This is an optimization exercise on Yosys and OpenROAD, whose aim is small area, a short achievable clock period and few clock cycles, not a production implementation.
Where RTL was checked, it was by simulation tests only, not by an equivalence proof against the original.
The RTL of run 5 was laid out without a check of its function.

**flow/flow/run.sh**
```bash
#!/bin/bash
# Standard layout, with plain buffers (instead of delay cells) on the ports, and timing
# repair asked to reach more setup slack than the period needs.
export BUFFER_PORTS_ARGS="-buffer_cell sky130_fd_sc_hd__buf_2"
export SETUP_SLACK_MARGIN=16.8
bash standard.sh > standard.log 2>&1
```
**flow/standard.sh**
```bash
#!/bin/bash
# synth_recipe.tcl (not shown) runs the flow's synth.tcl, then flattens the netlist and writes it again
# the make line also repeats each setting of config.mk as NAME=value (left out here)
make -C /OpenROAD-flow-scripts/flow DESIGN_CONFIG=/design/flow/config.mk WORK_HOME=/design/flow/orfs CLKGATE_MAP_FILE= SYNTH_SCRIPT=/design/flow/synth_recipe.tcl "${@:-finish}"
```
**flow/config.mk**
```make
export PLATFORM = sky130hd
export DESIGN_NAME = crc_codeword_stream_checker
export DESIGN_NICKNAME = crc_codeword_stream_checker
export VERILOG_FILES = /design/flow/design.v
export SDC_FILE = /design/flow/constraint.sdc
export NUM_CORES = 4
export LEC_CHECK = 0
export CAP_MARGIN = 20
export CORE_MARGIN = 2
export CORE_UTILIZATION = 65
export CTS_BUF_LIST = sky130_fd_sc_hd__clkbuf_8
export SLEW_MARGIN = 20
```
**flow/constraint.sdc**
```tcl
create_clock -name core_clock -period 22.0 [get_ports {clk_i}]
set_input_delay 4.4000 -clock core_clock [delete_from_list [all_inputs] [get_ports {clk_i}]]
set_output_delay 4.4000 -clock core_clock [all_outputs]
set_load 0.01 [all_outputs]
```
**flow/design.v**
```verilog
package ccsc_pkg;
  localparam int GEN_W      = 17;
  localparam int GEN_LEN_W  = 5;
  localparam int CFG_W      = 17;
  localparam int CFG_IDX_W  = 2;
  localparam int BYTE_BITS  = 8;
  localparam int DATA_W     = 8;
  localparam int CNT_OUT_W  = 16;
  localparam int LEN_W      = 6;
  localparam logic [GEN_W-1:0]     GEN_BITS_RST = 17'd7;
  localparam logic [GEN_LEN_W-1:0] GEN_LEN_RST  = 5'd3;
  localparam logic                 DW_EIGHT_RST = 1'b0;
  typedef enum logic [CFG_IDX_W-1:0] {
    CFG_GEN_BITS = 2'd0,
    CFG_GEN_LEN  = 2'd1,
    CFG_DW_EIGHT = 2'd2
  } cfg_idx_e;
  typedef struct packed {
    logic [BYTE_BITS-1:0] data_byte;
    logic                 last_byte;
  } in_item_t;
  typedef struct packed {
    logic                 has_codeword;
    logic [DATA_W-1:0]    dataword;
    logic                 codeword_error;
    logic [CNT_OUT_W-1:0] codewords_seen;
    logic [CNT_OUT_W-1:0] errors_seen;
    logic                 final_result;
  } out_item_t;
  typedef struct packed {
    logic [GEN_W-1:0] gen_bits;
    logic [LEN_W-1:0] glen;
    logic [LEN_W-1:0] deg;
    logic [LEN_W-1:0] size;
    logic             dw8;
  } cfg_t;
endpackage
module crc_codeword_stream_checker #(
  parameter int MAX_DEGREE  = 16,
  parameter int COUNT_WIDTH = 16
) (
  input  logic                 clk_i,
  input  logic                 rst_ni,
  input  logic                 push,
  output logic                 full,
  input  logic [8:0]           in_data_i,
  output logic                 empty,
  input  logic                 pop,
  output logic [42:0]          out_data_o,
  input  logic                 cfg_we_i,
  input  logic [1:0]           cfg_index_i,
  input  logic [16:0]          cfg_data_i
);
  logic [15:0] gen_q;
  logic [3:0]  degm1_q;    
  logic        dw8_q;
  logic [3:0]  len_wr;
  always_comb begin
    if (cfg_data_i[4:0] < 5'd2)       len_wr = 4'd0;
    else if (cfg_data_i[4:0] > 5'd17) len_wr = 4'd15;
    else                              len_wr = 4'(cfg_data_i[4:0] - 5'd2);
  end
  always_ff @(posedge clk_i or negedge rst_ni) begin
    if (!rst_ni) begin
      gen_q   <= 16'd7;
      degm1_q <= 4'd1;
      dw8_q   <= 1'b0;
    end else if (cfg_we_i) begin
      case (cfg_index_i)
        2'd0: gen_q   <= cfg_data_i[15:0];
        2'd1: degm1_q <= len_wr;
        2'd2: dw8_q   <= cfg_data_i[0];
        default: ;
      endcase
    end
  end
  logic [4:0]  size_q;
  logic [15:0] gen_al_q;   
  always_ff @(posedge clk_i) begin
    size_q   <= {1'b0, degm1_q} + (dw8_q ? 5'd9 : 5'd5);
    gen_al_q <= gen_q << (4'd15 - degm1_q);
  end
  logic       in_v_q;
  logic [8:0] in_q;
  logic       fin_q;       
  logic       hdr_q;       
  logic [7:0] l_q;         
  logic [3:0] dl_q;        
  logic       dm_q;        
  logic [7:0] isd_q;       
  logic       e2_q;        
  logic [15:0] r_q;        
  logic [7:0] w_q;         
  logic       e_q;         
  logic [7:0]  byte_i;
  logic [15:0] r;
  logic [7:0]  fb;
  assign byte_i = in_q[8:1];
  always_comb begin
    r = r_q;
    for (int t = 0; t < 8; t++) begin
      fb[t] = byte_i[7 - t] ^ r[15];
      r = {r[14:0], 1'b0} ^ ((fb[t] && isd_q[t]) ? gen_al_q : 16'd0);
    end
  end
  logic        end1;
  logic [7:0]  cur, chk0, chk1;
  logic        err0, err1, e;
  assign end1 = e1_q;
  always_comb begin
    for (int t = 0; t < 8; t++) cur[t] = (l_q > 8'(t));
  end
  assign chk0 = cur & ~isd_q;
  assign chk1 = ~cur & ~isd_q;
  assign err0 = e_q || |(fb & chk0);
  assign err1 = |(fb & chk1);
  assign e    = !end1 ? err0 : (!e2_q ? err1 : 1'b0);
  logic [15:0] wcat;
  logic [7:0]  s_w, b_al, w;
  logic [9:0]  cw0, cw1;
  assign wcat = {w_q, byte_i} << dl_q;
  assign s_w  = wcat[15:8];
  assign b_al = byte_i >> (3'd4 - l_q[2:0]);
  assign w    = (end1 && l_q != 8'd8) ? ((!dw8_q && l_q <= 8'd3 && !e2_q) ? b_al : byte_i) : s_w;
  assign cw0 = (end1 && !dm_q) ? {1'b1, dw8_q ? s_w[7:4] : 4'd0, s_w[3:0], err0}
                               : {1'b1, 4'd0, b_al[3:0], err1};
  assign cw1 = {1'b1, 4'd0, b_al[3:0], err1};
  logic [5:0]  s2, s3;
  logic [6:0]  s4;
  logic        e1_n, e2_n;
  logic [7:0]  l_n;
  logic [3:0]  dl_n;
  logic        dm_n;
  logic        ln_big;
  logic [5:0]  l2_n;
  logic [7:0]  isd_n;
  assign s2 = {2'd0, l_q[3:0]} + {1'b0, size_q};
  assign s3 = s2 + {1'b0, size_q};
  assign s4 = {1'b0, s3} + {2'd0, size_q};
  always_comb begin
    if (!hdr_q) begin
      if (byte_i == 8'd0) begin
        l_n  = {3'd0, size_q};
        dl_n = dw8_q ? 4'd8 : 4'd4;
        dm_n = 1'b0;
      end else begin
        l_n  = byte_i;
        dl_n = 4'd0;
        dm_n = 1'b1;
      end
      e1_n = (byte_i == 8'd0) ? (size_q <= 5'd8) : (byte_i <= 8'd8);
      e2_n = (byte_i != 8'd0) && (byte_i[7:3] == 5'd0) && ({3'd0, byte_i[2:0]} + size_q <= 5'd8);
    end else if (!end1) begin
      l_n  = l_q - 8'd8;
      dl_n = 4'd0;
      dm_n = dm_q;
      e1_n = (l_q <= 8'd16);
      e2_n = (l_q[7:4] == 4'd0) && (s2 <= 6'd16);
    end else if (!e2_q) begin
      l_n  = {2'd0, s2 - 6'd8};
      dl_n = dw8_q ? l_q[3:0] : ((l_q[3:0] > 4'd4) ? l_q[3:0] - 4'd4 : 4'd0);
      dm_n = 1'b0;
      e1_n = (s2 <= 6'd16);
      e2_n = (s3 <= 6'd16);
    end else begin
      l_n  = {2'd0, s3 - 6'd8};
      dl_n = 4'(s2 - 6'd4);
      dm_n = 1'b0;
      e1_n = (s3 <= 6'd16);
      e2_n = (s4 <= 7'd16);
    end
  end
  assign ln_big = (l_n[7:3] != 5'd0);
  assign l2_n   = {3'd0, l_n[2:0]} + {1'b0, size_q};
  always_comb begin
    for (int t = 0; t < 8; t++) begin
      isd_n[t] = (dl_n > 4'(t)) ||
                 (!ln_big && (l_n[2:0] <= 3'(t)) && (dw8_q || {1'b0, l_n[2:0]} + 4'd4 > 4'(t))) ||
                 (!ln_big && (l2_n <= 6'(t)));
    end
  end
  logic       v0_q, v1_q;   
  logic       pa_q, e1_q;
  logic [1:0] kb_q;         
  logic       proc, fin_emit, accept;
  logic [1:0] k;
  logic [9:0] nw0, nw1;
  assign proc     = in_v_q && pa_q;
  assign full     = in_v_q && !pa_q;
  assign accept   = push && !full;
  assign fin_emit = fin_q && !v1_q;
  assign k   = fin_emit ? 2'd1 : (proc ? kb_q : 2'd0);
  assign nw0 = fin_emit ? 10'd0 : cw0;
  assign nw1 = cw1;
  logic       in_v_n, hdr_n, fin_n;
  logic [1:0] kb_n;
  assign in_v_n = accept || (in_v_q && !proc);
  assign hdr_n  = proc ? !in_q[0] : hdr_q;
  assign fin_n  = (fin_q && !fin_emit) || (proc && in_q[0]);
  assign kb_n   = !hdr_n ? 2'd0 : (proc ? ({1'b0, e1_n && !dm_n} + {1'b0, e2_n}) : kb_q);
  always_ff @(posedge clk_i or negedge rst_ni) begin
    if (!rst_ni) begin
      in_v_q <= 1'b0;
      fin_q  <= 1'b0;
      hdr_q  <= 1'b0;
      kb_q   <= 2'd0;
    end else begin
      in_v_q <= in_v_n;
      fin_q  <= fin_n;
      hdr_q  <= hdr_n;
      kb_q   <= kb_n;
    end
  end
  always_ff @(posedge clk_i) begin
    if (accept) in_q <= in_data_i;
  end
  always_ff @(posedge clk_i) begin
    if (proc) begin
      l_q   <= l_n;
      dl_q  <= dl_n;
      dm_q  <= dm_n;
      isd_q <= isd_n;
      e1_q  <= e1_n;
      e2_q  <= e2_n;
      if (!hdr_q) begin
        r_q <= '0;
        e_q <= 1'b0;
      end else begin
        r_q <= r;
        w_q <= w;
        e_q <= e;
      end
    end
  end
  logic [9:0]  q0_q, q1_q, nh;
  logic        ld, lastfin_q;
  logic [15:0] tot_q, err_q, tot_b, err_b, tot_i, err_i;
  logic        v0_a, v1_a, v0_b, v1_b, pa_a, pa_b, pp;
  logic        em_q;      
  assign nh = (v0_q && v1_q) ? q1_q : nw0;
  assign ld = (v0_q && v1_q) || (k != 2'd0);
  assign pp = pop && v0_q;
  assign v0_a = ld;
  assign v1_a = v1_q && (k != 2'd0);
  assign v0_b = v0_q || (k != 2'd0);
  assign v1_b = v0_q ? (v1_q || (k != 2'd0)) : (k == 2'd2);
  assign pa_a = (!fin_n || !v1_a) && (kb_n == 2'd0 || (kb_n == 2'd1 && !v1_a) || !v0_a);
  assign pa_b = (!fin_n || !v1_b) && (kb_n == 2'd0 || (kb_n == 2'd1 && !v1_b) || !v0_b);
  always_ff @(posedge clk_i or negedge rst_ni) begin
    if (!rst_ni) begin
      v0_q <= 1'b0;
      em_q <= 1'b1;
      v1_q <= 1'b0;
      pa_q <= 1'b1;
    end else begin
      v0_q <= pp ? v0_a : v0_b;
      em_q <= pp ? !v0_a : !v0_b;
      v1_q <= pp ? v1_a : v1_b;
      pa_q <= pp ? pa_a : pa_b;
    end
  end
  always_ff @(posedge clk_i) begin
    if (!v0_q || pop) q0_q <= nh;
    if (!v0_q || !v1_q || pop) q1_q <= v0_q ? nw0 : nw1;
  end
  assign tot_b = tot_q & {16{!lastfin_q}};
  assign err_b = err_q & {16{!lastfin_q}};
  assign tot_i = (&tot_b) ? tot_b : tot_b + 16'd1;
  assign err_i = (&err_b) ? err_b : err_b + 16'd1;
  always_ff @(posedge clk_i or negedge rst_ni) begin
    if (!rst_ni)                       lastfin_q <= 1'b1;
    else if ((!v0_q || pop) && ld)     lastfin_q <= !nh[9];
  end
  always_ff @(posedge clk_i) begin
    if ((!v0_q || pop) && ld) begin
      tot_q <= nh[9] ? tot_i : tot_b;
      err_q <= (nh[9] && nh[0]) ? err_i : err_b;
    end
  end
  assign empty      = em_q;
  assign out_data_o = {q0_q, tot_q, err_q, !q0_q[9]};
endmodule
```
==> results of run 1 <==
==> worst reg2reg max path, stage by stage, from the launching register on <==
cell,delay [ps]
edfxtp_1,440
ha_2,250
fa_2,600
inv_1,70
fa_1,540
inv_1,90
fa_1,420
xnor2_1,250
nand4b_1,130
a21oi_1,130
nor2_1,60
nor2_1,110
a221oi_2,60
nor4_1,200
a31oi_1,100
o221ai_2,200
ha_1,310
nand2_1,90
a21oi_1,110
a21o_1,190
a221oi_2,210
a21oi_1,90
a221oi_2,230
==> through the flow <==
stage | std cells
6_report | 1676
5_1_grt | 1676
4_1_cts | 1654
3_5_place_dp | 1592
3_3_place_gp | 1592
2_1_floorplan | 1363
==> timing repair <==
action | 4_1_cts | 5_1_grt
pin swaps | 2 | 6
hold endpoints to repair | 0 | 0
gates resized for setup | 10 | 17
gates cloned | 1 | 0
buffers inserted | 29 | 22
endpoints found under the setup margin | 115 | 92
==> metal layers <==
layer  GRT usage, %  vias to the layer above  part of all wire (%)
met5              0                        -                     0
met4           11.0                        0                   2.7
met3           3.46                       52                   5.9
met2           46.9                      356                    47
met1           41.0                     4796                    45
li1               -                     4980                     -
==> worst min-delay path by stage <==
stage / slack (ps) / depth (start not counted) / to
6_report: 530 / 1 / gen_q[15]
5_1_grt: 550 / 1 / gen_q[4]
4_1_cts: 530 / 1 / gen_q[15]
3_5_place_dp: 510 / 1 / gen_q[15]
3_3_place_gp: 500 / 1 / gen_q[15]
2_1_floorplan: 450 / 2 / fin_q
==> cells by family after synthesis <==
group | count (synthesis) | share of synthesized area, %
compound gates | 287 | 15.0
xor+xnor | 147 | 11.2
fa+ha+maj | 38 | 4.20
buf+inv | 144 | 4.74
flops | 161 | 36.6
mux | 90 | 8.55
simple gates | 496 | 19.6
==> cell type report <==
cell class / count / area [um^2]
multi-input cells: 1059 / 7300
fillers: 1460 / 5070
flip-flops and latches: 161 / 4480
repair buffers: 134 / 847
well taps: 234 / 293
clock buffers: 18 / 248
inverters: 56 / 210
clock inverters: 14 / 129
==> cell usage in the layout (no fill, tap or decap), types with 15 or more instances in the layout <==
cell type	n
a211oi_1	16
a21oi_1	79
and2_1	15
buf_2	73
buf_4	57
clkbuf_8	18
dfrtp_1	24
dfxtp_1	18
edfxtp_1	109
ha_1	31
inv_1	57
mux2_2	32
mux2i_1	47
nand2_1	211
nand2b_1	17
nand3_1	40
nor2_1	81
nor2b_1	25
nor3_1	20
o21ai_0	77
o22ai_1	16
xnor2_1	105
xor2_1	33
==> registers in the layout (all words and copies together) (netlist names), 9 cells and up <==
| name | flops |
|---|---|
| err_q | 16 |
| gen_al_q | 16 |
| gen_q | 16 |
| r_q | 16 |
| tot_q | 16 |
| q0_q | 10 |
| q1_q | 10 |
| in_q | 9 |
==> Yosys cell counts, drive strengths merged, types with 20 or more instances <==
cell / n
nand2: 211
o21ai: 80
xor2: 36
a21oi: 81
dfrtp: 24
nand3: 41
mux2i: 47
xnor2: 108
clkbuf: 72
inv: 56
nor3: 20
edfxtp: 109
ha: 33
nor2b: 26
dfxtp: 21
mux2: 35
nor2: 83
==> impl_metrics.py, run 1 <==
metrics = {
    "timing": {
        "period_minus_slack_ps": 5700,
        "setup_viol": 0,
        "whs_ps": 527,
        "finalClockSkew_ps": 13.0,
        "maxSlewViolCount": 0,
        "relSlewSlack_pct": 32.9,
        "rsz0062_at_grt": "yes",
        "fin_crit_sh_pct": 25.9,
        "worst_pin_slew_ps": 998,
        "finalSetupTns_ps": 0,
        "final_hold_viol_count": 0,
        "max_freq_ghz": 0.175,
        "worst_slack_ps": 16300,
    },
    "logic_synthesis": {
        "syn-num-nets": 1434,
        "async_reset_ff_share_pct": 19.3,
        "synth_area_um2": 12200,
        "syn_avg_cell_area_um2": 8.97,
        "yosys_warnings": 1,
        "synth.area.top_cells": "edfxtp_1, xnor2_1, nand2_1",
        "ys.flop_type": "edfxtp_1",
        "synth-edff-count": 109,
        "synth_top_area_cell": "edfxtp_1",
        "yosysSeqAreaShare_pct": 36.6,
        "syn_inst": 1363,
        "yosysTopAreaCellShare_pct": 26.8,
        "synth_cell_types": 88,
        "synth-seq-cells": 161,
    },
    "critical_path": {
        "r2r_setup_slack_ps": 17040,
        "r2r_cells": 22,
        "slowest_stage": "dfstp_2",
        "cp_max_fo": 3,
        "crit_path_end": "full",
        "worstSetupPathType": "register to primary output",
        "cp_slowest_stage_delay_ps": 560,
        "crit_cells": 3,
        "crit_required_ps": 17600,
        "worstPathArrival_ps": 1300,
        "crit_start": "pa_q",
        "endpoint_kind": "primary output",
        "setup.worst_path.start_class": "register",
        "critPathBufInv": 2,
        "r2r_end": "pa_q",
        "path_delay_family": "flip-flops",
        "cp_cell_sequence": "nand2b_4, inv_2, buf_6",
        "r2r-start": "l_q[0]",
    },
    "clock_tree": {
        "clock_sinks": 161,
        "clkLatencyLatePin_ps": 470,
        "tritoncts": "yes",
        "htreeDepth": 4,
        "numCtsBuffers": 17,
        "cts_root_buf": "clkbuf_8",
        "clock_path_buffers": 2,
        "clkTransAtPathRegs_ps": 100,
        "ctsHoldBuffers": 0,
    },
    "global_routing": {
        "antenna_found_initial": 0,
        "track_usage_pct": 29.2,
        "grt_pass1_vias": 9431,
        "grt_pass1_wl_um": 46900,
        "gr-total-overflow": 0,
        "grt_max_degree": 46,
    },
    "floorplanning": {
        "start_util_pct": 65.8,
        "num_io_pins": 78,
        "die_area_um2": 19900,
        "rows": 50,
        "fp.dieW_um": 141,
        "die_h_um": 141,
        "core_area_um2": 18600,
    },
    "routing": {
        "antenna_left": 0,
        "drc_errors": 0,
        "routedWlPerCell_um": 17.2,
        "drt-initial-drc-count": 661,
        "viasPerCell": 6.08,
        "vias": 10184,
        "drt_wl_total_um": 28800,
        "firstDrtPassIters": 5,
    },
    "final_layout": {
        "syn2layout_area_growth_pct": 10.5,
        "drive_gt1_share_pct": 17.8,
        "n_antenna_cell": 0,
        "utilization_pct": 72.7,
        "nets": 1500,
        "fin_area_um2": 13500,
    },
    "place": {
        "portBuffers": 76,
        "gp_congestion": 0.890,
        "hpwl_um": 20000,
        "place_area_um2": 12600,
        "post-place-ws_ps": 16270,
    },
    "flow_run": {
        "max-cap-violations": 0,
    },
    "run_status": {
        "status": "timing/DRC/antenna clean",
    },
    "worst_hold_path": {
        "hp-class": "register to register",
        "hold_path.startpoint": "gen_q[15]",
    },
}
Testbench counts, summed over its fixed seeds: cycles 6,315.
==> inputs of run 2 (changes only) <==
--- a/flow/design.v
+++ b/flow/design.v
@@ -183,2 +183,3 @@
   logic       pa_q, e1_q;
+  logic       full_q;       
   logic [1:0] kb_q;         
@@ -188,3 +189,3 @@
   assign proc     = in_v_q && pa_q;
-  assign full     = in_v_q && !pa_q;
+  assign full     = full_q;
   assign accept   = push && !full;
@@ -250,7 +251,9 @@
     if (!rst_ni) begin
-      v0_q <= 1'b0;
-      em_q <= 1'b1;
-      v1_q <= 1'b0;
-      pa_q <= 1'b1;
+      v0_q   <= 1'b0;
+      em_q   <= 1'b1;
+      v1_q   <= 1'b0;
+      pa_q   <= 1'b1;
+      full_q <= 1'b0;
     end else begin
+      full_q <= in_v_n && !(pp ? pa_a : pa_b);
       v0_q <= pp ? v0_a : v0_b;
==> flow/flow/run.sh (replaced) <==
#!/bin/bash
# Standard layout, with plain buffers (instead of delay cells) on the ports.
export BUFFER_PORTS_ARGS="-buffer_cell sky130_fd_sc_hd__buf_2"
bash standard.sh > standard.log 2>&1
==> impl_metrics.py, run 2 <==
metrics = {
    "logic_synthesis": {
        "synth.area.top_cells": "edfxtp_1, xnor2_1, nand2_1",
        "yosys_warnings": 1,
        "synth-seq-cells": 162,
        "async_reset_ff_share_pct": 19.8,
        "synth_area_um2": 12200,
        "synth-edff-count": 109,
        "syn-num-nets": 1425,
        "ys.flop_type": "edfxtp_1",
        "synth.most_common_cell": "nand2_1",
        "yosysTopAreaCellShare_pct": 26.8,
        "synth_top_area_cell": "edfxtp_1",
        "synth_common_cells": "nand2_1, edfxtp_1, xnor2_1",
        "synth_cell_types": 91,
        "syn_inst": 1354,
        "yosysSeqAreaShare_pct": 36.9,
        "syn_avg_cell_area_um2": 9.01,
    },
    "global_routing": {
        "grt_pass1_wl_um": 46100,
        "grt_max_degree": 47,
        "gr-total-overflow": 0,
        "track_usage_pct": 28.6,
        "antenna_found_initial": 0,
        "grt_pass1_vias": 9143,
    },
    "critical_path": {
        "crit_top_cell": "xor2_2",
        "r2r-start": "in_q[8]",
        "cp_max_fo": 16,
        "critPathBufInv": 0,
        "worstSetupPathType": "register to register",
        "crit_start": "in_q[8]",
        "worstPathArrival_ps": 5780,
        "cp_slowest_stage_delay_ps": 710,
        "slowest_stage": "xor2_2",
        "cp_cell_sequence": "xor2_2, nand4_2, nand2_2, mux2i_1, or4_1, and4_1, nor4_1, and4b_1, xor2_2, a31oi_1, o31a_1, a22oi_4, nand3_1, mux2_1",
        "setup.worst_path.start_class": "register",
        "endpoint_kind": "register",
        "crit_required_ps": 22210,
        "path_delay_family": "simple AND/OR/NAND/NOR gates",
    },
    "final_layout": {
        "fillCellCount": 1481,
        "multi_input_area_um2": 7170,
        "syn2layout_area_growth_pct": 7.42,
        "final_common_cell": "nand2_1",
        "mostFrequentLayoutCells": "nand2_1, edfxtp_1, xnor2_1",
        "register_area_um2": 4500,
        "nets": 1444,
        "n_antenna_cell": 0,
        "drive_gt1_share_pct": 14.1,
    },
    "clock_tree": {
        "clock_path_buffers": 2,
        "clkTransAtPathRegs_ps": 80,
        "clkLatencyLatePin_ps": 480,
        "ctsResizeCount": 0,
        "tritoncts": "yes",
        "cts_root_buf": "clkbuf_8",
        "cts_setup_buffers": 0,
        "numCtsBuffers": 17,
        "clock_sinks": 162,
        "htreeDepth": 4,
        "ctsHoldBuffers": 0,
    },
    "timing": {
        "setup_viol": 0,
        "fin_crit_sh_pct": 25.3,
        "relSlewSlack_pct": 34.8,
        "maxSlewViolCount": 0,
        "finalClockSkew_ps": 19.7,
        "period_minus_slack_ps": 5560,
        "finalSetupTns_ps": 0,
        "final_hold_viol_count": 0,
        "max_freq_ghz": 0.180,
        "rsz0062_at_grt": "no",
        "worst_pin_slew_ps": 976,
        "whs_ps": 520,
    },
    "routing": {
        "vias": 9847,
        "drt-initial-drc-count": 711,
        "routedWlPerCell_um": 16.9,
        "antenna_left": 0,
        "firstDrtPassIters": 5,
        "drc_errors": 0,
        "viasPerCell": 6.08,
        "drt_wl_total_um": 27500,
    },
    "place": {
        "gp_congestion": 0.891,
        "hpwl_um": 19700,
        "portBuffers": 76,
    },
    "floorplanning": {
        "die_area_um2": 19900,
        "fp.dieW_um": 141,
        "die_h_um": 141,
        "num_io_pins": 78,
        "start_util_pct": 65.6,
        "core_area_um2": 18600,
        "rows": 50,
    },
    "run_status": {
        "status": "timing/DRC/antenna clean",
    },
    "worst_hold_path": {
        "hold_path.startpoint": "in_q[0]",
        "hp-class": "register to register",
    },
    "flow_run": {
        "max-cap-violations": 0,
    },
}
==> run 2: worst min-delay path, delay by kind of cell, from the launching register on <==
family           cells  cell delay, ps
DFF                  1             330
and+or+nand+nor      2             150
==> run 2: cell type report <==
type                    instances  area share [%]
clock inverters                14            1.96
inverters                      58            1.66
multi-input cells            1054            54.7
well taps                     234            2.24
clock buffers                  18            1.89
flip-flops and latches        162            34.4
repair buffers                 80            3.13
==> run 2: logic make-up (layout without fill, tap and decap cells) <==
| group | Yosys count | after routing | synth area share, % |
|---|---|---|---|
| buf+inv | 138 | 170 | 4.46 |
| simple gates | 512 | 512 | 20.3 |
| fa+ha+maj | 39 | 39 | 4.29 |
| compound gates | 253 | 253 | 13.3 |
| xor+xnor | 157 | 157 | 11.8 |
| flops | 162 | 162 | 36.9 |
| mux | 93 | 93 | 8.88 |
==> run 2: per-stage QoR <==
stage	cell area [um^2]	setup WS [ps]	utilization (%)	cells
final	13100	16440	70.5	1620
after CTS	13100	16450	70.5	1620
after global routing	13100	15980	70.5	1620
after detailed placement	12600	16260	67.8	1588
after floorplan	12200	15690	-	1354
after global placement	12600	15980	67.7	1588
==> run 2: worst paths after layout <==
check | to | slack [ps] | cells after the start
max reg2reg | err_q[1] | 16440 | 14
min reg2reg | fin_q | 520 | 2
max | err_q[1] | 16440 | 14
min | fin_q | 520 | 2
min in group asynchronous | gen_q[6] | 4020 | 1
max in group asynchronous | degm1_q[3] | 17470 | 1
==> run 2: metal layers <==
layer / part of all wire (%) / GRT usage [%]
met5: 0 / 0
met4: 1.7 / 8.68
met3: 5.9 / 3.63
met2: 47 / 45.7
met1: 46 / 41.3
Testbench counts of run 2, summed over its fixed seeds: cycles 6,315.
==> inputs of run 3 (changes only) <==
--- a/flow/design.v
+++ b/flow/design.v
@@ -265,3 +265,2 @@
   always_ff @(posedge clk_i) begin
-    if (!v0_q || pop) q0_q <= nh;
     if (!v0_q || !v1_q || pop) q1_q <= v0_q ? nw0 : nw1;
@@ -273,5 +272,9 @@
   always_ff @(posedge clk_i or negedge rst_ni) begin
-    if (!rst_ni)                       lastfin_q <= 1'b1;
-    else if ((!v0_q || pop) && ld)     lastfin_q <= !nh[9];
-  end
+    if (!rst_ni)                   q0_q[9] <= 1'b0;
+    else if ((!v0_q || pop) && ld) q0_q[9] <= nh[9];
+  end
+  always_ff @(posedge clk_i) begin
+    if ((!v0_q || pop) && ld) q0_q[8:0] <= nh[8:0];
+  end
+  assign lastfin_q = !q0_q[9];
   always_ff @(posedge clk_i) begin
==> impl_metrics.py, run 3 <==
metrics = {
    "timing": {
        "worst_pin_slew_ps": 1080,
        "period_minus_slack_ps": 6120,
        "rsz0062_at_grt": "no",
        "finalSetupTns_ps": 0,
        "relSlewSlack_pct": 27.9,
        "final_hold_viol_count": 0,
        "finalClockSkew_ps": 16.8,
        "fin_crit_sh_pct": 27.8,
        "maxSlewViolCount": 0,
        "max_freq_ghz": 0.163,
        "setup_viol": 0,
    },
    "clock_tree": {
        "ctsHoldBuffers": 0,
        "clkTransAtPathRegs_ps": 100,
        "ctsResizeCount": 0,
        "clock_sinks": 161,
        "tritoncts": "yes",
        "numCtsBuffers": 17,
        "clkLatencyLatePin_ps": 470,
        "htreeDepth": 4,
        "cts_root_buf": "clkbuf_8",
        "clock_path_buffers": 2,
        "cts_setup_buffers": 0,
    },
    "logic_synthesis": {
        "synth_top_area_cell": "edfxtp_1",
        "synth.most_common_cell": "nand2_1",
        "syn_inst": 1329,
        "yosys_warnings": 1,
        "synth-simple-area-share_pct": 18.7,
        "syn-num-nets": 1400,
        "yosysTopAreaCellShare_pct": 26.9,
        "ys.flop_type": "edfxtp_1",
        "syn_avg_cell_area_um2": 9.08,
        "synth.area.top_cells": "edfxtp_1, xnor2_1, nand2_1",
        "synth_area_um2": 12100,
        "async_reset_ff_share_pct": 19.9,
        "yosysSeqAreaShare_pct": 37.1,
        "synth-edff-count": 108,
        "synth_cell_types": 86,
        "synthAdderAreaFrac_pct": 4.34,
        "synth_common_cells": "nand2_1, xnor2_1, edfxtp_1",
        "synth-xor-area-share_pct": 11.9,
        "synth_compound_area_share_pct": 14.8,
        "muxShareOfSynthArea_pct": 8.62,
        "synth_top_family_by_area": "simple AND/OR/NAND/NOR gates",
        "synth-seq-cells": 161,
    },
    "critical_path": {
        "cp_slowest_stage_delay_ps": 450,
        "r2r_cells": 14,
        "cp_cell_sequence": "buf_4, inv_1, buf_2",
        "setup.worst_path.start_class": "register",
        "slowest_stage": "inv_1",
        "worstPathArrival_ps": 1720,
        "r2r_end": "err_q[1]",
        "r2r_setup_slack_ps": 16260,
        "cp_max_fo": 26,
        "r2r-start": "in_q[8]",
        "worstSetupPathType": "register to primary output",
        "endpoint_kind": "primary output",
        "crit_required_ps": 17600,
    },
    "global_routing": {
        "track_usage_pct": 29.0,
        "grt_max_degree": 47,
        "grt_pass1_vias": 9179,
        "antenna_found_initial": 0,
        "gr-total-overflow": 0,
        "grt_pass1_wl_um": 45900,
    },
    "place": {
        "hpwl_um": 19900,
        "portBuffers": 76,
        "gp_congestion": 0.899,
    },
    "final_layout": {
        "nets": 1422,
        "final_common_cell": "nand2_1",
        "n_antenna_cell": 0,
        "syn2layout_area_growth_pct": 6.62,
        "drive_gt1_share_pct": 13.9,
        "utilization_pct": 71.1,
        "mostFrequentLayoutCells": "nand2_1, xnor2_1, edfxtp_1",
    },
    "routing": {
        "drt_wl_total_um": 27600,
        "viasPerCell": 6.09,
        "drt-initial-drc-count": 678,
        "antenna_left": 0,
        "routedWlPerCell_um": 17.3,
        "firstDrtPassIters": 6,
        "drc_errors": 0,
        "vias": 9695,
    },
    "floorplanning": {
        "fp.dieW_um": 140,
        "die_area_um2": 19700,
        "die_h_um": 140,
        "core_area_um2": 18100,
        "rows": 49,
        "start_util_pct": 66.7,
        "num_io_pins": 78,
    },
    "run_status": {
        "status": "timing/DRC/antenna clean",
    },
    "worst_hold_path": {
        "holdPathEnd": "gen_q[15]",
        "hp-class": "register to register",
        "hold_path.startpoint": "gen_q[15]",
        "holdPathStages": 1,
    },
    "flow_run": {
        "max-cap-violations": 0,
    },
}
==> run 3: per-stage QoR <==
step                      setup WS (ps)  hold slack (ps)  instance area [um^2]  instances
final                             15880              523                 12900       1593
after detailed placement          16030              505                 12500       1561
after global placement            16030              499                 12500       1561
after global routing              15750              556                 12900       1593
after floorplan                   14930              446                 12100       1329
after CTS                         15850              527                 12900       1593
==> run 3: kinds of logic (layout without fill, tap and decap cells) <==
kind of cell	after synthesis	count (layout)
AOI/OAI and AO/OA	263	263
DFF	161	161
muxes	90	90
buffers and inverters	132	167
and+or+nand+nor	486	486
adders and majority gates	39	39
xor gates and xnor gates	158	158
==> run 3: area by class of cell <==
class | instances | area (um^2)
timing repair buffer | 84 | 440
inverter | 51 | 191
fill | 1464 | 5230
multi-input combinational | 1036 | 7070
clock buffer | 17 | 234
clock inverter | 15 | 169
tap | 229 | 287
sequential | 161 | 4470
==> run 3: worst max-delay path by stage <==
stage | endpoint | start | depth (start not counted)
floorplan | err_q[0] | pop | 2
global placement | gen_q[9] | cfg_index_i[0] | 3
detailed placement | gen_q[13] | cfg_index_i[0] | 3
CTS | out_data_o[0] | q0_q[9] | 3
global route | out_data_o[0] | q0_q[9] | 3
finish | out_data_o[0] | q0_q[9] | 3
==> run 3: critical path, delay by kind of cell, from the launching register on <==
family                 cells  cell delay [ps]
DFF                        1              360
buffers and inverters      3              900
==> run 3: metal layers <==
layer / wire (um) / track usage, % / up-vias / share of wire, %
met5: 0 / 0 / - / 0
met3: 1380 / 3.49 / 34 / 5.0
li1: - / - / 4752 / -
met4: 509 / 8.61 / 0 / 1.8
met2: 13800 / 51.0 / 287 / 50
met1: 12000 / 37.7 / 4622 / 43
Testbench counts of run 3, summed over its fixed seeds: cycles 6,315.
==> inputs of run 4 (changes only) <==
==> flow/flow/run.sh (replaced) <==
#!/bin/bash
# Standard layout, with plain buffers (instead of delay cells) on the ports.
export BUFFER_PORTS_ARGS="-buffer_cell sky130_fd_sc_hd__buf_1"
bash standard.sh > standard.log 2>&1
==> impl_metrics.py, run 4 <==
metrics = {
    "run_status": {
        "status": "timing/DRC/antenna clean",
    },
    "place": {
        "portBuffers": 76,
        "gp_congestion": 0.899,
        "post-place-ws_ps": 15990,
        "hpwl_um": 20000,
        "place_area_um2": 12400,
    },
    "timing": {
        "max_freq_ghz": 0.170,
        "fin_crit_sh_pct": 26.7,
        "whs_ps": 523,
        "worst_slack_ps": 16130,
        "setup_viol": 0,
        "maxSlewViolCount": 0,
        "worst_pin_slew_ps": 1060,
        "relSlewSlack_pct": 29.2,
        "finalSetupTns_ps": 0,
        "finalClockSkew_ps": 17.6,
        "rsz0062_at_grt": "no",
        "final_hold_viol_count": 0,
        "period_minus_slack_ps": 5870,
    },
    "global_routing": {
        "grt_pass1_wl_um": 45900,
        "grt_pass1_vias": 9129,
        "grt_max_degree": 47,
        "track_usage_pct": 28.9,
        "gr-total-overflow": 0,
        "antenna_found_initial": 0,
    },
    "critical_path": {
        "worstPathArrival_ps": 1470,
        "r2r_setup_slack_ps": 16210,
        "r2r_cells": 14,
        "r2r-start": "in_q[8]",
        "r2r_end": "err_q[1]",
        "crit_required_ps": 17600,
        "crit_start": "q0_q[9]",
        "endpoint_kind": "primary output",
        "setup.worst_path.start_class": "register",
        "worstSetupPathType": "register to primary output",
        "cp_max_fo": 16,
    },
    "logic_synthesis": {
        "syn_inst": 1329,
        "yosysSeqAreaShare_pct": 37.1,
        "syn-num-nets": 1400,
        "yosys_warnings": 1,
        "synth.area.top_cells": "edfxtp_1, xnor2_1, nand2_1",
        "synth.most_common_cell": "nand2_1",
        "synth-seq-cells": 161,
        "synth-edff-count": 108,
        "syn_avg_cell_area_um2": 9.08,
        "synth_cell_types": 86,
        "synth_common_cells": "nand2_1, xnor2_1, edfxtp_1",
        "async_reset_ff_share_pct": 19.9,
        "ys.flop_type": "edfxtp_1",
        "synth_area_um2": 12100,
        "synth_top_area_cell": "edfxtp_1",
        "yosysTopAreaCellShare_pct": 26.9,
    },
    "floorplanning": {
        "fp.dieW_um": 140,
        "core_area_um2": 18100,
        "num_io_pins": 78,
        "die_h_um": 140,
        "start_util_pct": 66.7,
        "rows": 49,
        "die_area_um2": 19700,
    },
    "clock_tree": {
        "clock_sinks": 161,
        "cts_setup_buffers": 0,
        "clock_path_buffers": 2,
        "tritoncts": "yes",
        "ctsResizeCount": 0,
        "clkLatencyLatePin_ps": 470,
        "clkTransAtPathRegs_ps": 80,
        "ctsHoldBuffers": 0,
        "numCtsBuffers": 17,
        "htreeDepth": 4,
        "cts_root_buf": "clkbuf_8",
    },
    "routing": {
        "drt_wl_total_um": 27600,
        "drt-initial-drc-count": 683,
        "vias": 9711,
        "drc_errors": 0,
        "firstDrtPassIters": 5,
        "viasPerCell": 6.10,
        "antenna_left": 0,
        "routedWlPerCell_um": 17.3,
    },
    "final_layout": {
        "multi_input_area_um2": 7070,
        "fin_area_um2": 12700,
        "n_antenna_cell": 0,
        "final_common_cell": "nand2_1",
        "register_area_um2": 4470,
        "drive_gt1_share_pct": 8.36,
        "nets": 1422,
        "utilization_pct": 70.4,
        "fillCellCount": 1470,
        "mostFrequentLayoutCells": "nand2_1, xnor2_1, edfxtp_1",
        "syn2layout_area_growth_pct": 5.63,
    },
    "worst_hold_path": {
        "holdPathEnd": "fin_q",
        "holdPathStages": 2,
        "hold_path.startpoint": "fin_q",
        "hp-class": "register to register",
    },
    "flow_run": {
        "max-cap-violations": 0,
    },
}
[run 4: cell counts after synthesis]
No cell type changed its count.
[run 4: layer usage]
layer / GRT usage (%) / wire (um)
met5: 0 / 0
met1: 38.2 / 12100
met3: 4.14 / 1460
met4: 8.29 / 488
met2: 49.8 / 13500
[run 4: critical path: stages, from the launching register on]
cell and delay, ps:
dfrtp_1 380, inv_1 420, buf_1 210
[run 4: cell families (layout without fill, tap and decap cells)]
kind of cell	Yosys count	after routing	share of synthesized area, %
AND/OR/NAND/NOR	486	486	18.7
AO/OA/AOI/OAI	263	263	14.8
flip-flops	161	161	37.1
XOR/XNOR	158	158	11.9
buffers and inverters	132	167	4.56
multiplexers	90	90	8.62
adder cells (fa/ha/maj)	39	39	4.34
[run 4: layout make-up]
class,instances,area share (%)
clock buffer,18,1.94
multi-input combinational,1036,55.5
sequential,161,35.1
tap,229,2.25
inverter,51,1.50
timing repair buffer,84,2.72
clock inverter,14,1.02
[run 4: how the worst max path moves through the flow]
| stage | cells past startpoint | to | slack, ps |
|---|---|---|---|
| finish | 2 | out_data_o[0] | 16130 |
| global route | 14 | err_q[1] | 15810 |
| CTS | 2 | out_data_o[0] | 16110 |
| detailed placement | 4 | err_q[1] | 15990 |
| global placement | 4 | tot_q[0] | 16010 |
| floorplan | 2 | err_q[0] | 14930 |
[run 4: per-stage QoR]
| stage | std cells |
|---|---|
| after floorplan | 1329 |
| after global placement | 1561 |
| after detailed placement | 1561 |
| after CTS | 1593 |
| after global routing | 1593 |
| final | 1593 |
==> inputs of run 5 (changes only) <==
--- a/flow/design.v
+++ b/flow/design.v
@@ -90,2 +90,3 @@
   logic [7:0] isd_q;       
+  logic       e1_q;        
   logic       e2_q;        
@@ -182,3 +183,3 @@
   logic       v0_q, v1_q;   
-  logic       pa_q, e1_q;
+  logic       pa_q;
   logic       full_q;       
@@ -265,2 +266,3 @@
   always_ff @(posedge clk_i) begin
+    if (!v0_q || pop) q0_q <= nh;
     if (!v0_q || !v1_q || pop) q1_q <= v0_q ? nw0 : nw1;
@@ -272,9 +274,5 @@
   always_ff @(posedge clk_i or negedge rst_ni) begin
-    if (!rst_ni)                   q0_q[9] <= 1'b0;
-    else if ((!v0_q || pop) && ld) q0_q[9] <= nh[9];
-  end
-  always_ff @(posedge clk_i) begin
-    if ((!v0_q || pop) && ld) q0_q[8:0] <= nh[8:0];
-  end
-  assign lastfin_q = !q0_q[9];
+    if (!rst_ni)                       lastfin_q <= 1'b1;
+    else if ((!v0_q || pop) && ld)     lastfin_q <= !nh[9];
+  end
   always_ff @(posedge clk_i) begin
==> flow/flow/run.sh (replaced) <==
#!/bin/bash
# Standard layout, with plain buffers (instead of delay cells) on the ports, and timing
# repair asked for a little more setup slack than the period needs.
export BUFFER_PORTS_ARGS="-buffer_cell sky130_fd_sc_hd__buf_2"
export SETUP_SLACK_MARGIN=16.45
bash standard.sh > standard.log 2>&1
==> impl_metrics.py, run 5 <==
metrics = {
    "global_routing": {
        "grt_max_degree": 47,
        "grt_pass1_vias": 9022,
        "track_usage_pct": 28.4,
        "gr-total-overflow": 0,
        "grt_pass1_wl_um": 45700,
        "antenna_found_initial": 0,
    },
    "timing": {
        "max_freq_ghz": 0.182,
        "maxSlewViolCount": 0,
        "period_minus_slack_ps": 5500,
        "worst_pin_slew_ps": 1160,
        "final_hold_viol_count": 0,
        "setup_viol": 0,
        "finalClockSkew_ps": 16.0,
        "whs_ps": 484,
        "relSlewSlack_pct": 22.3,
        "rsz0062_at_grt": "no",
        "finalSetupTns_ps": 0,
        "fin_crit_sh_pct": 25.0,
    },
    "place": {
        "dpl.cell_count": 1588,
        "portBuffers": 76,
        "gp_congestion": 0.883,
        "hpwl_um": 19600,
    },
    "floorplanning": {
        "fp.dieW_um": 141,
        "core_area_um2": 18600,
        "die_h_um": 141,
        "rows": 50,
        "die_area_um2": 19900,
        "num_io_pins": 78,
        "start_util_pct": 65.6,
    },
    "routing": {
        "drt-initial-drc-count": 714,
        "firstDrtPassIters": 5,
        "routedWlPerCell_um": 16.8,
        "vias": 9837,
        "antenna_left": 0,
        "drt_wl_total_um": 27300,
        "viasPerCell": 6.04,
        "drc_errors": 0,
    },
    "logic_synthesis": {
        "ys.flop_type": "edfxtp_1",
        "syn-num-nets": 1425,
        "synth-edff-count": 109,
        "synth_area_um2": 12200,
        "synth_compound_area_share_pct": 13.3,
        "synth.most_common_cell": "nand2_1",
        "synth_cell_types": 91,
        "yosys_warnings": 1,
        "syn_avg_cell_area_um2": 9.01,
        "synth-seq-cells": 162,
        "synthAdderAreaFrac_pct": 4.29,
        "synth-xor-area-share_pct": 11.8,
        "synth_common_cells": "nand2_1, edfxtp_1, xnor2_1",
        "synth.area.top_cells": "edfxtp_1, xnor2_1, nand2_1",
        "async_reset_ff_share_pct": 19.8,
        "yosysTopAreaCellShare_pct": 26.8,
        "synth_top_area_cell": "edfxtp_1",
        "synth_top_family_by_area": "simple AND/OR/NAND/NOR gates",
        "synth-simple-area-share_pct": 20.3,
        "yosysSeqAreaShare_pct": 36.9,
        "muxShareOfSynthArea_pct": 8.88,
        "syn_inst": 1354,
    },
    "critical_path": {
        "crit_required_ps": 17600,
        "cp_max_fo": 5,
        "endpoint_kind": "primary output",
        "cp_slowest_stage_delay_ps": 470,
        "cp_cell_sequence": "buf_2",
        "critPathBufInv": 1,
        "setup.worst_path.start_class": "register",
        "worstPathArrival_ps": 1100,
        "slowest_stage": "edfxtp_1",
        "path_delay_family": "flip-flops",
        "worstSetupPathType": "register to primary output",
    },
    "clock_tree": {
        "clock_sinks": 162,
        "cts_root_buf": "clkbuf_8",
        "clkLatencyLatePin_ps": 460,
        "ctsHoldBuffers": 0,
        "tritoncts": "yes",
        "clock_path_buffers": 2,
        "clkTransAtPathRegs_ps": 90,
        "numCtsBuffers": 17,
        "htreeDepth": 4,
    },
    "final_layout": {
        "nets": 1453,
        "syn2layout_area_growth_pct": 7.16,
        "stdcell_count": 1629,
        "n_antenna_cell": 0,
        "drive_gt1_share_pct": 14.5,
        "utilization_pct": 70.3,
        "mostFrequentLayoutCells": "nand2_1, edfxtp_1, xnor2_1",
        "final_common_cell": "nand2_1",
    },
    "run_status": {
        "status": "timing/DRC/antenna clean",
    },
    "flow_run": {
        "max-cap-violations": 0,
    },
    "worst_hold_path": {
        "hp-class": "register to register",
    },
}
## run 5: through the flow
stage,cell area [um^2],setup WS [ps]
after CTS,13000,16460
after detailed placement,12600,16020
final,13100,16500
after global placement,12600,16010
after global routing,13100,16450
after floorplan,12200,16470
## run 5: final cells by class
| cell class | count | area (um^2) |
|---|---|---|
| Fill cell | 1504 | 5510 |
| Clock buffer | 17 | 234 |
| Sequential cell | 162 | 4500 |
| Clock inverter | 15 | 134 |
| Timing Repair Buffer | 89 | 478 |
| Tap cell | 234 | 293 |
| Inverter | 58 | 218 |
| Multi-Input combinational cell | 1054 | 7210 |
## run 5: routing by layer
layer	wire length, um	GRT usage (%)
met2	12600	45.4
met3	1360	3.43
met4	638	10.0
met5	0	0
met1	12700	40.2
## run 5: kinds of logic (layout without fill, tap and decap cells)
logic type | count (synthesis) | after routing
mux | 93 | 93
flops | 162 | 162
xor+xnor | 157 | 157
buf+inv | 138 | 179
compound gates | 253 | 253
fa+ha+maj | 39 | 39
simple gates | 512 | 512
## run 5: timing repair
action,CTS,global route
gates resized for setup,0,4
buffers inserted,0,9
setup endpoints to repair,0,20
## run 5: worst paths after layout
kind                            startpoint            end  slack [ps]  depth (start not counted)
worst max-delay path              err_q[2]  out_data_o[3]       16500                          1
worst min-delay path               in_q[0]          fin_q         480                          2
worst max register to register    isd_q[0]       err_q[1]       16850                         14
worst min register to register     in_q[0]          fin_q         480                          2
max in group asynchronous           rst_ni           v1_q       17460                          1
min in group asynchronous           rst_ni           v0_q        4030                          1
==> inputs of run 6 (changes only) <==
--- a/flow/design.v
+++ b/flow/design.v
@@ -129,3 +129,2 @@
   logic [5:0]  s2, s3;
-  logic [6:0]  s4;
   logic        e1_n, e2_n;
@@ -139,3 +138,2 @@
   assign s3 = s2 + {1'b0, size_q};
-  assign s4 = {1'b0, s3} + {2'd0, size_q};
   always_comb begin
@@ -169,4 +167,4 @@
       dm_n = 1'b0;
-      e1_n = (s3 <= 6'd16);
-      e2_n = (s4 <= 7'd16);
+      e1_n = !(size_q == 5'd7 && l_q[1:0] == 2'd3);
+      e2_n = (size_q == 5'd5) && (l_q[1:0] <= 2'd1);
     end
==> impl_metrics.py, run 6 <==
metrics = {
    "timing": {
        "maxSlewViolCount": 0,
        "worst_slack_ps": 16480,
        "whs_ps": 514,
        "worst_pin_slew_ps": 1030,
        "relSlewSlack_pct": 31.1,
        "finalSetupTns_ps": 0,
        "rsz0062_at_grt": "yes",
        "period_minus_slack_ps": 5520,
        "setup_viol": 0,
        "final_hold_viol_count": 0,
        "fin_crit_sh_pct": 25.1,
        "finalClockSkew_ps": 13.5,
        "max_freq_ghz": 0.181,
    },
    "logic_synthesis": {
        "synth-seq-cells": 162,
        "yosysSeqAreaShare_pct": 38.0,
        "synth.most_common_cell": "nand2_1",
        "syn-num-nets": 1349,
        "yosysTopAreaCellShare_pct": 27.6,
        "async_reset_ff_share_pct": 19.8,
        "synth_cell_types": 83,
        "synth_top_area_cell": "edfxtp_1",
        "synth-edff-count": 109,
        "syn_inst": 1282,
        "synth_common_cells": "nand2_1, xnor2_1, nor2_1",
        "yosys_warnings": 1,
        "syn_avg_cell_area_um2": 9.24,
        "ys.flop_type": "edfxtp_1",
        "synth_area_um2": 11800,
        "synth.area.top_cells": "edfxtp_1, xnor2_1, nand2_1",
    },
    "floorplanning": {
        "start_util_pct": 66.1,
        "fp.dieW_um": 139,
        "die_h_um": 139,
        "rows": 49,
        "num_io_pins": 78,
        "core_area_um2": 17900,
        "die_area_um2": 19300,
    },
    "critical_path": {
        "critPathBufInv": 1,
        "worstSetupPathType": "register to primary output",
        "crit_required_ps": 17600,
        "slowest_stage": "edfxtp_1",
        "path_delay_family": "flip-flops",
        "setup.worst_path.start_class": "register",
        "r2r_setup_slack_ps": 16850,
        "worstPathArrival_ps": 1120,
        "cp_slowest_stage_delay_ps": 480,
        "cp_max_fo": 5,
        "cp_cell_sequence": "buf_2",
        "endpoint_kind": "primary output",
    },
    "global_routing": {
        "track_usage_pct": 28.4,
        "grt_pass1_vias": 8828,
        "grt_pass1_wl_um": 44700,
        "gr-total-overflow": 0,
        "grt_max_degree": 41,
        "antenna_found_initial": 0,
    },
    "final_layout": {
        "syn2layout_area_growth_pct": 8.04,
        "utilization_pct": 71.5,
        "fin_area_um2": 12800,
        "drive_gt1_share_pct": 14.8,
        "nets": 1387,
        "mostFrequentLayoutCells": "nand2_1, xnor2_1, nor2_1",
        "final_common_cell": "nand2_1",
        "n_antenna_cell": 0,
    },
    "routing": {
        "routedWlPerCell_um": 17.4,
        "drt-initial-drc-count": 814,
        "firstDrtPassIters": 6,
        "antenna_left": 0,
        "drt_wl_total_um": 27200,
        "viasPerCell": 6.04,
        "vias": 9431,
        "drc_errors": 0,
    },
    "place": {
        "post-place-ws_ps": 16240,
        "gp_congestion": 0.889,
        "place_area_um2": 12300,
        "portBuffers": 76,
        "hpwl_um": 19300,
    },
    "clock_tree": {
        "numCtsBuffers": 17,
        "htreeDepth": 4,
        "clock_path_buffers": 2,
        "cts_root_buf": "clkbuf_8",
        "clkTransAtPathRegs_ps": 100,
        "clkLatencyLatePin_ps": 470,
        "ctsHoldBuffers": 0,
        "clock_sinks": 162,
        "tritoncts": "yes",
    },
    "flow_run": {
        "max-cap-violations": 0,
    },
    "run_status": {
        "status": "timing/DRC/antenna clean",
    },
    "worst_hold_path": {
        "hp-class": "register to register",
    },
}
-- run 6: changes by cell type after synthesis, moves of 9 or more --
cell / previous run / this run
nand2_1: 202 / 174
o21ai_0: 78 / 55
xnor2_1: 105 / 122
nor2_1: 97 / 113
and2_1: 27 / 12
nor2b_1: 22 / 32
inv_1: 57 / 48
mux2i_1: 44 / 35
nand4_1: 17 / 8
-- run 6: cell type report --
class	count	area, um^2
well taps	229	287
clock inverters	14	166
clock buffers	18	248
flip-flops and latches	162	4500
repair buffers	94	522
fillers	1396	5110
multi-input cells	997	6890
inverters	48	180
-- run 6: timing repair --
item | CTS | global route
endpoints found under the hold margin | 0 | 0
endpoints found under the setup margin | 1 | 14
gates resized for setup | 0 | 3
gates cloned | 0 | 0
buffers inserted | 1 | 12
-- run 6: metal layers --
metal | vias to the layer above | wire length, um | GRT usage [%]
met4 | 0 | 643 | 9.52
met1 | 4443 | 12600 | 40.9
met3 | 48 | 1660 | 4.28
met5 | - | 0 | 0
met2 | 329 | 12300 | 44.5
li1 | 4611 | - | -
-- run 6: final timing paths --
check                               start            end  depth (start not counted)
worst max-delay path             err_q[2]  out_data_o[3]                          1
worst min-delay path            gen_q[15]      gen_q[15]                          1
worst max register to register    in_q[7]       err_q[4]                         14
worst min register to register  gen_q[15]      gen_q[15]                          1
max in group asynchronous          rst_ni     degm1_q[3]                          1
min in group asynchronous          rst_ni         full_q                          1
-- run 6: logic make-up after synthesis --
group	count (synthesis)	synth area share [%]
flops	162	38.0
buf+inv	123	4.05
simple gates	469	18.5
mux	86	9.36
compound gates	240	13.5
xor+xnor	167	12.6
fa+ha+maj	35	3.93
-- run 6: stage by stage --
step | cells
after floorplan | 1282
after global placement | 1517
after detailed placement | 1517
after CTS | 1550
after global routing | 1562
final | 1562
Testbench counts of run 6, summed over its fixed seeds: cycles 6,315.
==> inputs of run 7 (changes only) <==
--- a/flow/flow/run.sh
+++ b/flow/flow/run.sh
@@ -4,3 +4,3 @@
 export BUFFER_PORTS_ARGS="-buffer_cell sky130_fd_sc_hd__buf_2"
-export SETUP_SLACK_MARGIN=16.45
+export SETUP_SLACK_MARGIN=16.75
 bash standard.sh > standard.log 2>&1
==> impl_metrics.py, run 7 <==
metrics = {
    "run_status": {
        "status": "timing/DRC/antenna clean",
    },
    "logic_synthesis": {
        "ys.flop_type": "edfxtp_1",
        "yosysTopAreaCellShare_pct": 27.6,
        "synth_area_um2": 11800,
        "synth-seq-cells": 162,
        "async_reset_ff_share_pct": 19.8,
        "synth.most_common_cell": "nand2_1",
        "synth_cell_types": 83,
        "synth.area.top_cells": "edfxtp_1, xnor2_1, nand2_1",
        "syn-num-nets": 1349,
        "synth_common_cells": "nand2_1, xnor2_1, nor2_1",
        "syn_inst": 1282,
        "yosys_warnings": 1,
        "synth_top_area_cell": "edfxtp_1",
        "synth-edff-count": 109,
        "yosysSeqAreaShare_pct": 38.0,
        "syn_avg_cell_area_um2": 9.24,
    },
    "final_layout": {
        "utilization_pct": 73.4,
        "mostFrequentLayoutCells": "nand2_1, xnor2_1, nor2_1",
        "n_antenna_cell": 0,
        "multi_input_area_um2": 6960,
        "register_area_um2": 4500,
        "nets": 1420,
        "fillCellCount": 1415,
        "drive_gt1_share_pct": 17.6,
        "syn2layout_area_growth_pct": 10.9,
        "final_common_cell": "nand2_1",
    },
    "floorplanning": {
        "num_io_pins": 78,
        "die_h_um": 139,
        "rows": 49,
        "die_area_um2": 19300,
        "core_area_um2": 17900,
        "fp.dieW_um": 139,
        "start_util_pct": 66.1,
    },
    "global_routing": {
        "grt_pass1_vias": 8924,
        "gr-total-overflow": 0,
        "grt_pass1_wl_um": 45500,
        "grt_max_degree": 41,
        "antenna_found_initial": 0,
        "track_usage_pct": 29.1,
    },
    "routing": {
        "drt-initial-drc-count": 786,
        "viasPerCell": 6.06,
        "vias": 9672,
        "drt_wl_total_um": 28000,
        "firstDrtPassIters": 5,
        "drc_errors": 0,
        "antenna_left": 0,
        "routedWlPerCell_um": 17.6,
    },
    "timing": {
        "relSlewSlack_pct": 43.6,
        "period_minus_slack_ps": 5510,
        "worst_pin_slew_ps": 843,
        "setup_viol": 0,
        "finalSetupTns_ps": 0,
        "finalClockSkew_ps": 12.6,
        "maxSlewViolCount": 0,
        "max_freq_ghz": 0.182,
        "final_hold_viol_count": 0,
        "rsz0062_at_grt": "yes",
        "fin_crit_sh_pct": 25.0,
    },
    "critical_path": {
        "path_delay_family": "flip-flops",
        "slowest_stage": "dfstp_2",
        "critPathBufInv": 1,
        "cp_cell_sequence": "buf_6",
        "worstSetupPathType": "register to primary output",
        "cp_slowest_stage_delay_ps": 550,
        "worstPathArrival_ps": 1110,
        "endpoint_kind": "primary output",
        "cp_max_fo": 1,
        "setup.worst_path.start_class": "register",
        "crit_required_ps": 17600,
    },
    "clock_tree": {
        "tritoncts": "yes",
        "clock_path_buffers": 2,
        "cts_root_buf": "clkbuf_8",
        "clock_sinks": 162,
        "clkLatencyLatePin_ps": 470,
        "clkTransAtPathRegs_ps": 90,
        "htreeDepth": 4,
        "numCtsBuffers": 17,
    },
    "place": {
        "portBuffers": 76,
        "hpwl_um": 19500,
        "gp_congestion": 0.886,
    },
    "worst_hold_path": {
        "hp-class": "register to register",
    },
    "flow_run": {
        "max-cap-violations": 0,
    },
}
## run 7: cell counts after synthesis
No cell type changed its count.
## run 7: worst paths after layout
check	slack, ps	cells after the start	from	end
worst min register to register	510	1	gen_q[15]	gen_q[15]
worst min-delay path	510	1	gen_q[15]	gen_q[15]
worst max-delay path	16490	1	em_q	empty
worst max register to register	17020	14	in_q[7]	err_q[4]
min in group asynchronous	4020	1	rst_ni	full_q
max in group asynchronous	17470	1	rst_ni	degm1_q[1]
## run 7: through the flow
step	cells	worst slack, ps	area, um^2	hold WS, ps
finish	1595	16490	13100	513
global route	1595	16460	13100	538
CTS	1579	16480	13000	512
detailed placement	1517	16230	12300	491
global placement	1517	16240	12300	490
floorplan	1282	16610	11900	470
## run 7: area by class of cell
| cell class | instances | area share, % |
|---|---|---|
| Sequential cell | 162 | 34.3 |
| Inverter | 48 | 1.43 |
| Multi-Input combinational cell | 998 | 53.0 |
| Tap cell | 229 | 2.18 |
| Timing Repair Buffer | 126 | 5.90 |
| Clock buffer | 18 | 1.89 |
| Clock inverter | 14 | 1.33 |
## run 7: layer usage
layer / part of all wire [%] / vias to the layer above / track usage [%]
li1: - / 4685 / -
met1: 45 / 4575 / 40.6
met2: 46 / 363 / 46.1
met3: 6.4 / 49 / 5.01
met4: 2.7 / 0 / 10.4
met5: 0 / - / 0
## run 7: logic make-up after synthesis
family | Yosys count | share of synthesized area [%]
AO/OA/AOI/OAI | 240 | 13.5
XOR/XNOR | 167 | 12.6
adder cells (fa/ha/maj) | 35 | 3.93
buffers and inverters | 123 | 4.05
flip-flops | 162 | 38.0
multiplexers | 86 | 9.36
AND/OR/NAND/NOR | 469 | 18.5
## run 7: timing repair
action,in CTS,in global routing
setup buffers,29,16
pin swaps,2,0
gates resized for setup,3,8
gates cloned,1,0
hold buffers,0,0
endpoints found under the setup margin,95,79

-- what the ideal ports hide --
No port has a modelled driver above. Below, the same layouts with a new extraction and two added sets of constraints.
Step 1 (the two cells are an assumption about what drives the block):
set clk [get_ports {clk_i}]
set_driving_cell -lib_cell sky130_fd_sc_hd__clkbuf_16 $clk
set_driving_cell -lib_cell sky130_fd_sc_hd__buf_2 [delete_from_list [all_inputs] $clk]
Step 2, shift: input delay + t, output delay - t, t = (earliest + latest rising clock arrival at the registers) / 2. This alone moves slack from input paths to output paths.
Slacks: ideal ports / drivers / drivers and shift; pairs: ideal ports / drivers.
| run | shift t [ns] | setup slack, ns | pins driven straight from the clock port |
|---|---|---|---|
| run 1 | 0.504 | 16.298 / 16.256 / 16.536 | 1 |
| run 2 | 0.510 | 16.435 / 16.415 / 16.280 | 1 |
| run 3 | 0.500 | 15.880 / 15.840 / 16.042 | 1 |
| run 4 | 0.506 | 16.130 / 16.087 / 15.989 | 1 |
| run 5 | 0.496 | 16.501 / 16.457 / 16.291 | 1 |
| run 6 | 0.504 | 16.484 / 16.443 / 16.256 | 1 |
| run 7 | 0.504 | 16.491 / 16.451 / 16.425 | 1 |
After both steps setup and hold are still met in every run listed. For run 6, which loses most, drivers alone change the setup slack by -0.041 ns; drivers and shift together by -0.228 ns.
